This is an optimization exercise on Yosys and OpenROAD, whose aim is small area, not a production implementation.
The RTL was checked by simulation tests, not by an equivalence proof against the original design.
No activity file was given, so power comes from the tool's default toggle rates.

$ cat flow/run.sh
#!/bin/bash
# Own layout flow: the standard ORFS flow (standard.sh) with two changes.
#  1. Synthesis: the same Yosys script as standard.sh's (synth_recipe.tcl and
#     ORFS synth.tcl), but ABC maps the logic with an area-oriented script
#     (abc_area_map.script beside this file). Registers are mapped before ABC
#     runs, so they keep the standard synthesis's names and cells; this is
#     checked below and the standard netlist is used if they differ.
#     The buffers Yosys puts on pass-through outputs are buf_1.
#  2. Port buffers: buffer_ports uses sky130_fd_sc_hd__buf_1 for every input
#     and output port instead of the default cell.
# Every tool's output goes to a log file of its own in the work folder.
set -euo pipefail
W=$PWD
F=$W/flow
RES=$W/orfs/results/$FLOW_PLATFORM/matmul_scheduler/base
export BUFFER_PORTS_ARGS="-inputs -outputs -buffer_cell sky130_fd_sc_hd__buf_1"

bash standard.sh synth > $W/log_synth_standard.log 2>&1

# own synthesis, in a separate ORFS work folder
python3 - "$FLOW_HOME/scripts/synth.tcl" "$W/own_synth.tcl" "$F/abc_area_map.script" <<'PY'
import sys
src, dst, abc = sys.argv[1:4]
s = open(src).read()
hook = "source $::env(SCRIPTS_DIR)/synth_preamble.tcl\n"
assert hook in s
s = s.replace(hook, hook + (
    "set i [lsearch $abc_args -script]\n"
    "set abc_args [lreplace $abc_args [expr {$i+1}] [expr {$i+1}] {%s}]\n" % abc), 1)
open(dst, "w").write(s)
PY
sed "s#source \$::env(SCRIPTS_DIR)/synth.tcl#source $W/own_synth.tcl#" synth_recipe.tcl > $W/own_synth_recipe.tcl
grep -q "own_synth.tcl" $W/own_synth_recipe.tcl
make -C "$FLOW_HOME" DESIGN_CONFIG=$W/config.mk WORK_HOME=$W/orfs_own CLKGATE_MAP_FILE= \
  SYNTH_SCRIPT=$W/own_synth_recipe.tcl synth > $W/log_synth_own.log 2>&1 || true
OWN=$W/orfs_own/results/$FLOW_PLATFORM/matmul_scheduler/base/1_2_yosys.v

# use the own netlist only if its registers match the standard one's
if [[ -f $OWN ]] && python3 - "$RES/1_2_yosys.v" "$OWN" > $W/log_register_check.log 2>&1 <<'PY'
import re, sys
def regs(path):
    txt = open(path).read()
    return sorted(re.findall(r"^\s*(sky130_fd_sc_hd__(?:s?e?df|dl)\w*)\s+(\S+)\s*\(", txt, re.M))
a, b = regs(sys.argv[1]), regs(sys.argv[2])
print("standard registers:", len(a), "own registers:", len(b))
sys.exit(0 if a == b and len(a) > 0 else 1)
PY
then
  echo "using own synthesis netlist" >> $W/log_register_check.log
  cp $RES/1_2_yosys.v $W/standard_1_2_yosys.v
  # pass-through buffers (outputs tied together or to a constant) as buf_1
  sed 's/^\(\s*\)sky130_fd_sc_hd__buf_4 /\1sky130_fd_sc_hd__buf_1 /' $OWN > $RES/1_2_yosys.v
  rm -f $RES/1_synth.odb $RES/1_synth.sdc
else
  echo "registers differ: keeping the standard netlist" >> $W/log_register_check.log
fi

# the rest of the standard flow, up to out/final.def
bash standard.sh > $W/log_layout.log 2>&1
$ cat flow/abc_area_map.script
strash
dch -f
&get -n
&nf -R 1000 -p
&put
topo
$ cat standard.sh
#!/bin/bash
# synth_recipe.tcl (not shown) runs the flow's synth.tcl, then flattens the netlist and writes it again
# the make line also repeats each setting of config.mk as NAME=value (left out here)
make -C /OpenROAD-flow-scripts/flow DESIGN_CONFIG=/design/flow/config.mk WORK_HOME=/design/flow/orfs CLKGATE_MAP_FILE= SYNTH_SCRIPT=/design/flow/synth_recipe.tcl "${@:-finish}"
$ cat config.mk
export PLATFORM = sky130hd
export DESIGN_NAME = matmul_scheduler
export DESIGN_NICKNAME = matmul_scheduler
export VERILOG_FILES = /design/flow/design.v
export SDC_FILE = /design/flow/constraint.sdc
export NUM_CORES = 4
export LEC_CHECK = 0
export CAP_MARGIN = 20
export CORE_MARGIN = 2
export CORE_UTILIZATION = 70
export CTS_BUF_LIST = sky130_fd_sc_hd__clkbuf_8
export CTS_CLUSTER_DIAMETER = 60
export CTS_CLUSTER_SIZE = 16
export SLEW_MARGIN = 20
$ cat constraint.sdc
create_clock -name core_clock -period 12.0 [get_ports {clk}]
set_input_delay 2.4000 -clock core_clock [delete_from_list [all_inputs] [get_ports {clk}]]
set_output_delay 2.4000 -clock core_clock [all_outputs]
set_load 0.01 [all_outputs]
$ cat design.v
module matmul_scheduler #(
  parameter int PE_COUNT    = 4,
  parameter int RAM_SIZE    = 128,
  parameter int QUEUE_DEPTH = 2,
  parameter int TIMEOUT     = 65535
) (
  input  logic                     clk,
  input  logic                     rst,
  input  logic                     job_valid,
  output logic                     job_ready,
  input  logic [31:0]              job_M,
  input  logic [31:0]              job_N,
  input  logic [31:0]              job_P,
  input  logic [31:0]              job_left_offset,
  input  logic [31:0]              job_right_offset,
  input  logic [31:0]              job_result_offset,
  output logic [31:0]              M,
  output logic [31:0]              N,
  output logic [31:0]              P,
  output logic [31:0]              left_offset,
  output logic [31:0]              right_offset,
  output logic [31:0]              result_offset,
  output logic [PE_COUNT-1:0][1:0] start_signal,
  input  logic [PE_COUNT-1:0]      pe_done,
  output logic                     busy,
  output logic                     job_done,
  output logic                     job_error,
  output logic [31:0]              cycle_count
);
  localparam logic [2:0] S_IDLE  = 3'd0;
  localparam logic [2:0] S_CHECK = 3'd1;
  localparam logic [2:0] S_START = 3'd2;
  localparam logic [2:0] S_RUN   = 3'd3;
  localparam logic [2:0] S_ABORT = 3'd4;
  localparam logic [2:0] S_DONE  = 3'd5;
  logic [2:0] state_q, state_d;
  logic       st_idle, st_check, st_start, st_run, st_abort, st_done;
  assign st_idle  = (state_q == S_IDLE);
  assign st_check = (state_q == S_CHECK);
  assign st_start = (state_q == S_START);
  assign st_run   = (state_q == S_RUN);
  assign st_abort = (state_q == S_ABORT);
  assign st_done  = (state_q == S_DONE);
  logic in_flag, in_over;
  over_chk u_in (.a(job_M[7:0]), .b(job_N[7:0]), .off(job_left_offset[7:0]),
                 .fail(in_over));
  assign in_flag = (job_M[7:0] == '0) | (job_N[7:0] == '0) |
                   (job_P[7:0] == '0) |
                   (|{job_M[31:8], job_N[31:8], job_P[31:8],
                      job_left_offset[31:8], job_right_offset[31:8],
                      job_result_offset[31:8]}) | in_over;
  logic [192:0] slot0_q, slot1_q;
  logic         v0_q, v1_q, rd_q;
  logic         full, empty, push, pop, wsel;
  logic [192:0] job_in, head;
  logic [191:0] cfg_q, cfg_d;
  assign job_in = {in_flag, job_M, job_N, job_P,
                   job_left_offset, job_right_offset, job_result_offset};
  assign full      = v0_q & v1_q;
  assign empty     = ~v0_q & ~v1_q;
  assign job_ready = ~full;
  assign push      = job_valid & ~full;
  assign pop       = st_idle & ~empty;
  assign wsel      = empty ? rd_q : ~rd_q;
  assign head      = rd_q ? slot1_q : slot0_q;
  always_ff @(posedge clk) begin
    if (push & ~wsel) slot0_q <= job_in;
    if (push &  wsel) slot1_q <= job_in;
  end
  always_ff @(posedge clk) begin
    if (pop) rd_q <= ~rd_q;
  end
  always_ff @(posedge clk or posedge rst) begin
    if (rst) begin
      v0_q <= 1'b0;
      v1_q <= 1'b0;
    end else begin
      v0_q <= (v0_q & ~(pop & ~rd_q)) | (push & ~wsel);
      v1_q <= (v1_q & ~(pop &  rd_q)) | (push &  wsel);
    end
  end
  assign cfg_d = pop ? head[191:0] : cfg_q;
  always_ff @(posedge clk or posedge rst) begin
    if (rst) cfg_q <= '0;
    else     cfg_q <= cfg_d;
  end
  logic [7:0] ck_a, ck_b, ck_off;
  logic       ck_over, err_q, reject;
  assign ck_a   = st_idle ? cfg_d[135:128] : cfg_d[167:160];
  assign ck_b   = cfg_d[103:96];
  assign ck_off = st_idle ? cfg_d[39:32]   : cfg_d[7:0];
  over_chk u_cfg (.a(ck_a), .b(ck_b), .off(ck_off), .fail(ck_over));
  assign reject = err_q | ck_over;
  logic [3:0]  mask_q, mask_next;
  logic [15:0] run_q, run_inc, cc_q;
  logic        all_done, tmo;
  assign mask_next = st_start ? pe_done : (mask_q | pe_done);
  assign all_done  = &mask_next;
  assign tmo       = (run_q == 16'hFFFE);
  assign run_inc   = run_q + 16'd1;
  always_comb begin
    state_d = state_q;
    case (state_q)
      S_IDLE:  if (~empty) state_d = S_CHECK;
      S_CHECK: state_d = reject ? S_DONE : S_START;
      S_START: state_d = S_RUN;
      S_RUN:   if (all_done) state_d = S_DONE;
               else if (tmo) state_d = S_ABORT;
      S_ABORT: state_d = S_DONE;
      default: state_d = S_IDLE;
    endcase
  end
  always_ff @(posedge clk or posedge rst) begin
    if (rst) state_q <= S_IDLE;
    else     state_q <= state_d;
  end
  always_ff @(posedge clk) begin
    mask_q <= mask_next;
    run_q  <= {16{st_abort}} | ({16{st_run}} & run_inc);
    if (pop)           err_q <= head[192] | ck_over;
    else if (st_check) err_q <= reject;
    else if (st_abort) err_q <= 1'b1;
  end
  always_ff @(posedge clk or posedge rst) begin
    if (rst)          cc_q <= '0;
    else if (st_done) cc_q <= run_q;
  end
  always_comb begin
    for (int i = 0; i < PE_COUNT; i++) begin
      start_signal[i][0] = st_start | st_abort;
      start_signal[i][1] = (st_run & ~mask_q[i]) | st_abort;
    end
  end
  assign {M, N, P, left_offset, right_offset, result_offset} = cfg_q;
  assign busy        = ~st_idle;
  assign job_done    = st_done;
  assign job_error   = st_done & err_q;
  assign cycle_count = {16'd0, cc_q};
endmodule
module over_chk (input logic [7:0] a, input logic [7:0] b,
  input logic [7:0] off, output logic fail);
  logic t1, t2, t3, t4, t5, t6, t7, t8, t9, t10, t11, t12, t13, t14, t15, t16, t17, t18, t19, t20, t21, t22, t23, t24, t25, t26, t27, t28, t29, t30, t31, t32, t33, t34, t35, t36, t37, t38, t39, t40, t41, t42, t43, t44, t45, t46, t47, t48, t49, t50, t51, t52, t53, t54, t55, t56, t57, t58, t59, t60, t61, t62, t63, t64, t65, t66, t67, t68, t69, t70, t71;
  assign t1 = (a[0] & b[1]) ^ (a[1] & b[0]) ^ off[1];
  assign t2 = ((a[0] & b[1]) & (a[1] & b[0])) | ((a[0] & b[1]) & off[1]) | ((a[1] & b[0]) & off[1]);
  assign t3 = (a[0] & b[2]) ^ (a[1] & b[1]) ^ (a[2] & b[0]);
  assign t4 = ((a[0] & b[2]) & (a[1] & b[1])) | ((a[0] & b[2]) & (a[2] & b[0])) | ((a[1] & b[1]) & (a[2] & b[0]));
  assign t5 = (a[0] & b[3]) ^ (a[1] & b[2]) ^ (a[2] & b[1]);
  assign t6 = ((a[0] & b[3]) & (a[1] & b[2])) | ((a[0] & b[3]) & (a[2] & b[1])) | ((a[1] & b[2]) & (a[2] & b[1]));
  assign t7 = (a[0] & b[4]) ^ (a[1] & b[3]) ^ (a[2] & b[2]);
  assign t8 = ((a[0] & b[4]) & (a[1] & b[3])) | ((a[0] & b[4]) & (a[2] & b[2])) | ((a[1] & b[3]) & (a[2] & b[2]));
  assign t9 = (a[3] & b[1]) ^ (a[4] & b[0]) ^ off[4];
  assign t10 = ((a[3] & b[1]) & (a[4] & b[0])) | ((a[3] & b[1]) & off[4]) | ((a[4] & b[0]) & off[4]);
  assign t11 = (a[0] & b[5]) ^ (a[1] & b[4]) ^ (a[2] & b[3]);
  assign t12 = ((a[0] & b[5]) & (a[1] & b[4])) | ((a[0] & b[5]) & (a[2] & b[3])) | ((a[1] & b[4]) & (a[2] & b[3]));
  assign t13 = (a[3] & b[2]) ^ (a[4] & b[1]) ^ (a[5] & b[0]);
  assign t14 = ((a[3] & b[2]) & (a[4] & b[1])) | ((a[3] & b[2]) & (a[5] & b[0])) | ((a[4] & b[1]) & (a[5] & b[0]));
  assign t15 = (a[0] & b[6]) ^ (a[1] & b[5]) ^ (a[2] & b[4]);
  assign t16 = ((a[0] & b[6]) & (a[1] & b[5])) | ((a[0] & b[6]) & (a[2] & b[4])) | ((a[1] & b[5]) & (a[2] & b[4]));
  assign t17 = (a[3] & b[3]) ^ (a[4] & b[2]) ^ (a[5] & b[1]);
  assign t18 = ((a[3] & b[3]) & (a[4] & b[2])) | ((a[3] & b[3]) & (a[5] & b[1])) | ((a[4] & b[2]) & (a[5] & b[1]));
  assign t19 = (a[0] & b[7]) ^ (a[1] & b[6]) ^ (a[2] & b[5]);
  assign t20 = ((a[0] & b[7]) & (a[1] & b[6])) | ((a[0] & b[7]) & (a[2] & b[5])) | ((a[1] & b[6]) & (a[2] & b[5]));
  assign t21 = (a[3] & b[4]) ^ (a[4] & b[3]) ^ (a[5] & b[2]);
  assign t22 = ((a[3] & b[4]) & (a[4] & b[3])) | ((a[3] & b[4]) & (a[5] & b[2])) | ((a[4] & b[3]) & (a[5] & b[2]));
  assign t23 = (a[6] & b[1]) ^ (a[7] & b[0]) ^ off[7];
  assign t24 = ((a[6] & b[1]) & (a[7] & b[0])) | ((a[6] & b[1]) & off[7]) | ((a[7] & b[0]) & off[7]);
  assign t25 = t2 ^ t3 ^ off[2];
  assign t26 = (t2 & t3) | (t2 & off[2]) | (t3 & off[2]);
  assign t27 = t4 ^ t5 ^ (a[3] & b[0]);
  assign t28 = (t4 & t5) | (t4 & (a[3] & b[0])) | (t5 & (a[3] & b[0]));
  assign t29 = t6 ^ t7 ^ t9;
  assign t30 = (t6 & t7) | (t6 & t9) | (t7 & t9);
  assign t31 = t8 ^ t10 ^ t11;
  assign t32 = (t8 & t10) | (t8 & t11) | (t10 & t11);
  assign t33 = t12 ^ t14 ^ t15;
  assign t34 = (t12 & t14) | (t12 & t15) | (t14 & t15);
  assign t35 = t17 ^ (a[6] & b[0]) ^ off[6];
  assign t36 = (t17 & (a[6] & b[0])) | (t17 & off[6]) | ((a[6] & b[0]) & off[6]);
  assign t37 = t16 ^ t18 ^ t19;
  assign t38 = (t16 & t18) | (t16 & t19) | (t18 & t19);
  assign t39 = t26 ^ t27 ^ off[3];
  assign t40 = (t26 & t27) | (t26 & off[3]) | (t27 & off[3]);
  assign t41 = t30 ^ t31 ^ t13;
  assign t42 = (t30 & t31) | (t30 & t13) | (t31 & t13);
  assign t43 = t32 ^ t33 ^ t35;
  assign t44 = (t32 & t33) | (t32 & t35) | (t33 & t35);
  assign t45 = t34 ^ t36 ^ t37;
  assign t46 = (t34 & t36) | (t34 & t37) | (t36 & t37);
  assign t47 = t40 ^ t28 ^ t29;
  assign t48 = (t40 & t28) | (t40 & t29) | (t28 & t29);
  assign t49 = t44 ^ t45 ^ t21;
  assign t50 = (t44 & t45) | (t44 & t21) | (t45 & t21);
  assign t51 = t48 ^ t41 ^ off[5];
  assign t52 = (t48 & t41) | (t48 & off[5]) | (t41 & off[5]);
  assign t53 = t52 ^ t42 ^ t43;
  assign t54 = (t52 & t42) | (t52 & t43) | (t42 & t43);
  assign t55 = t54 ^ t49 ^ t23;
  assign t56 = (t54 & t49) | (t54 & t23) | (t49 & t23);
  assign t57 = ~((a[0] & b[0]) ^ off[0]);
  assign t58 = (a[0] & b[0]) | off[0];
  assign t59 = ~t1;
  assign t60 = ~t25;
  assign t61 = ~t39;
  assign t62 = ~t47;
  assign t63 = ~t51;
  assign t64 = ~t53;
  assign t65 = t58 & t59;
  assign t66 = (t1 & t60) | (t1 & t65) | (t60 & t65);
  assign t67 = (t25 & t61) | (t25 & t66) | (t61 & t66);
  assign t68 = (t39 & t62) | (t39 & t67) | (t62 & t67);
  assign t69 = (t47 & t63) | (t47 & t68) | (t63 & t68);
  assign t70 = (t51 & t64) | (t51 & t69) | (t64 & t69);
  assign t71 = (t53 & t55) | (t53 & t70) | (t55 & t70);
  assign fail = (a[1] & b[7]) | (a[2] & b[6]) | (a[2] & b[7]) | (a[3] & b[5]) | (a[3] & b[6]) | (a[3] & b[7]) | (a[4] & b[4]) | (a[4] & b[5]) | (a[4] & b[6]) | (a[4] & b[7]) | (a[5] & b[3]) | (a[5] & b[4]) | (a[5] & b[5]) | (a[5] & b[6]) | (a[5] & b[7]) | (a[6] & b[2]) | (a[6] & b[3]) | (a[6] & b[4]) | (a[6] & b[5]) | (a[6] & b[6]) | (a[6] & b[7]) | (a[7] & b[1]) | (a[7] & b[2]) | (a[7] & b[3]) | (a[7] & b[4]) | (a[7] & b[5]) | (a[7] & b[6]) | (a[7] & b[7]) | t20 | t22 | t24 | t38 | t46 | t50 | t56 | t71;
endmodule
==> impl_metrics.yaml <==
outcome:
  status: "finished clean"
sta:
  tightest_slew_ps: 1160
  skew_ps: 21.5
  period_minus_slack_ps: 7470
  drv_slew: 0
  fmax_mhz: 134
  finalHoldViolCount: 0
  slew_headroom_pct: 22.9
  hold-worst-slack_ps: 455
  setup_viol_count_final: 0
  rsz0062_at_grt: "false"
  period_share_pct: 62.3
setup_path:
  endpoint_kind: "flop"
  worst-path-max-fanout: 182
  r2r-start: "state_q[0]$_DFFE_PP0P_"
  cp_slowest_cell: "buf_12"
  crit_buf_inv: 5
  crit_start: "state_q[0]$_DFFE_PP0P_"
  reg2reg_slack_ps: 4530
  worstSetupEndpoint: "state_q[0]$_DFFE_PP0P_"
  reg2regPathDepth: 25
  worst-setup-path-type: "flop to flop"
  crit_path_max_incr_delay_ps: 670
  cp_data_arrival_time_ps: 7940
  critPathTopFamily: "adder cells"
  cp_common_cell: "nor2_1"
  crit_cells: 25
  reg2reg_to: "state_q[0]$_DFFE_PP0P_"
  crit_path_start_kind: "flop"
  worstPathRequired_ps: 12470
global_routing:
  grt_pass1_wl_mm: 83.8
  grt_overflow: 0
  grt_max_degree: 192
  grt_pass1_vias: 14900
  antenna_found_initial: 7
  grtUsageTotal_pct: 32.4
clock_tree:
  clkSinkCount: 621
  clockBufferDepth: 3
  numCtsBuffers: 46
  cts_root_buf: "clkbuf_8"
  clk-insertion-delay-late_ps: 600
  cts_hold_buf: 0
  post_cts_resized: 0
  cts.clk_slew.worst_paths_ps: 110
  cts_setup_buffers: 0
  cts_max_level: 2
  cts_tree: "done"
finish:
  multi_input_area_mm2: 0.00508
  drive_gt1_share_pct: 4.12
  area_growth_pct: 13.6
  fillers: 1866
  regArea_mm2: 0.0174
  nNetsFinal: 2188
  finalInstanceArea_mm2: 0.0264
floorplanning:
  coreArea_mm2: 0.0326
  fp.dieH_um: 186
  dieWidth_um: 186
  die-area_mm2: 0.0347
  rows: 66
  initial_core_util_pct: 71.3
  io_pins: 435
worst_hold_path:
  holdCritPathClass: "flop to flop"
power:
  vdd_ir_drop_max_mv: 0.362
  leakagePower_nw: 9.48
  power_mw: 7.87
  powerDensity_mw_per_mm2: 298
flow_run:
  drv_cap: 0
yosys:
  yosysWarnings: 1
  syn_avg_cell_area_um2: 16.0
  synthCells: 1456
  syn-cell-area_mm2: 0.0232
detailed_routing:
  via_per_inst: 6.27
  routedWlPerCell_um: 23.3
  wl_mm: 56.3
  drt_first_pass_iters: 14
  drt-initial-drc-count: 2318
  vias: 15100
  drcViolationCount: 0
  ant_nets: 0
placed_design:
  dpl_cell_area_mm2: 0.0255
  gp_congestion: 0.898
  dp_hpwl_mm: 36.9
  port_buffers: 418
## tightest hold or removal path, delay by kind of cell, from the launching register on
| kind | cells | cell delay, ps |
|---|---|---|
| AOI/OAI and AO/OA | 1 | 60 |
| DFF | 1 | 330 |
| buffers and inverters | 1 | 50 |
## where the power goes
group / internal [mW] / switching (mW)
clock network: 0.396 / 0.647
logic: 1.20 / 2.17
registers: 3.11 / 0.361
## cell usage in the layout, fill, tap and decap left out, types with 4 or more instances in the layout
master    count
nor2_1       28
a31oi_1       6
nand3_1       8
diode_2       6
nand2_1      95
a21oi_1      26
mux2i_1       8
clkinv_1    217
nor4_1       44
nand2b_1      6
mux2_1       17
nor2b_1       5
clkbuf_8     47
dfrtp_1     213
o31ai_1       6
buf_4        11
a222oi_1    174
a22oi_1      14
buf_1       418
clkinv_2      4
o21ai_0      23
conb_1       16
dfxtp_1      20
fa_2          4
and2_0       16
nand4_1      16
inv_8         4
fa_1         52
inv_1        31
edfxtp_1    388
## layout make-up
cell class | count | share of cell area (%)
antenna | 6 | 0.0569
clock buffer | 47 | 2.45
clock inverter | 37 | 0.730
inverter | 221 | 3.18
multi-input combinational | 610 | 19.2
sequential | 621 | 65.8
tap | 442 | 2.09
timing repair buffer | 431 | 6.41
## state kept, by name (all words and copies together) (netlist names)
signal	count
cfg_q	192
slot1_q	193
mask_q	4
v1_q	1
rd_q	1
err_q	1
v0_q	1
slot0_q	193
run_q	16
cc_q	16
state_q	3
## stage by stage
step	setup WS [ps]	cells	setup TNS [ps]	util [%]
4_1_cts	4580	2409	0	80.9
6_report	4530	2415	0	80.9
3_3_place_gp	4930	2325	0	78.3
3_5_place_dp	4610	2325	0	78.3
2_1_floorplan	-20120	1471	-3029200	-
5_1_grt	3800	2414	0	80.9
## per-layer routing
layer / GRT usage, % / share of wire (%) / vias to the layer above
li1: - / - / 6566
met1: 42.5 / 36 / 7587
met2: 51.6 / 49 / 857
met3: 8.84 / 10 / 128
met4: 14.7 / 4.2 / 4
met5: 0 / 0.053 / -
## worst min path at each step
stage / depth (start not counted) / endpoint / from / slack (ps)
3_3_place_gp: 2 / cfg_q[142]$_DFFE_PP0N_ / slot1_q[142]$_DFFE_PP_ / 430
2_1_floorplan: 2 / mask_q[1]$_DFF_P_ / mask_q[1]$_DFF_P_ / 430
3_5_place_dp: 2 / cfg_q[122]$_DFFE_PP0N_ / slot1_q[122]$_DFFE_PP_ / 440
5_1_grt: 2 / cfg_q[171]$_DFFE_PP0N_ / slot1_q[171]$_DFFE_PP_ / 480
4_1_cts: 2 / cfg_q[122]$_DFFE_PP0N_ / slot1_q[122]$_DFFE_PP_ / 460
6_report: 2 / cfg_q[144]$_DFFE_PP0N_ / slot1_q[144]$_DFFE_PP_ / 460

[what the ideal ports hide]
How much do the figures lean on ideal ports? The routed layout below was timed once more, with nothing changed but the port constraints.
Step 1 (the two cells are an assumption about what drives the block):
set clk [get_ports {clk}]
set_driving_cell -lib_cell sky130_fd_sc_hd__clkbuf_16 $clk
set_driving_cell -lib_cell sky130_fd_sc_hd__buf_2 [delete_from_list [all_inputs] $clk]
Step 2 adds t to the input delays and takes it off the output delays; t is the mean of the earliest and latest rising clock arrival at the registers after step 1. Input paths then give back, and output paths get back, about the clock's delay inside the block.
Slacks: ideal ports / drivers / drivers and shift; pairs: ideal ports / drivers.
t, ns: 0.638
setup WS [ns]: 4.526 / 4.526 / 4.526
hold WS [ns]: 0.455 / 0.455 / 0.455
cell pins on the clock port's net: 1
After both steps setup and hold are still met in this run. For this run, drivers alone change the setup slack by 0.000 ns; drivers and shift together by 0.000 ns.
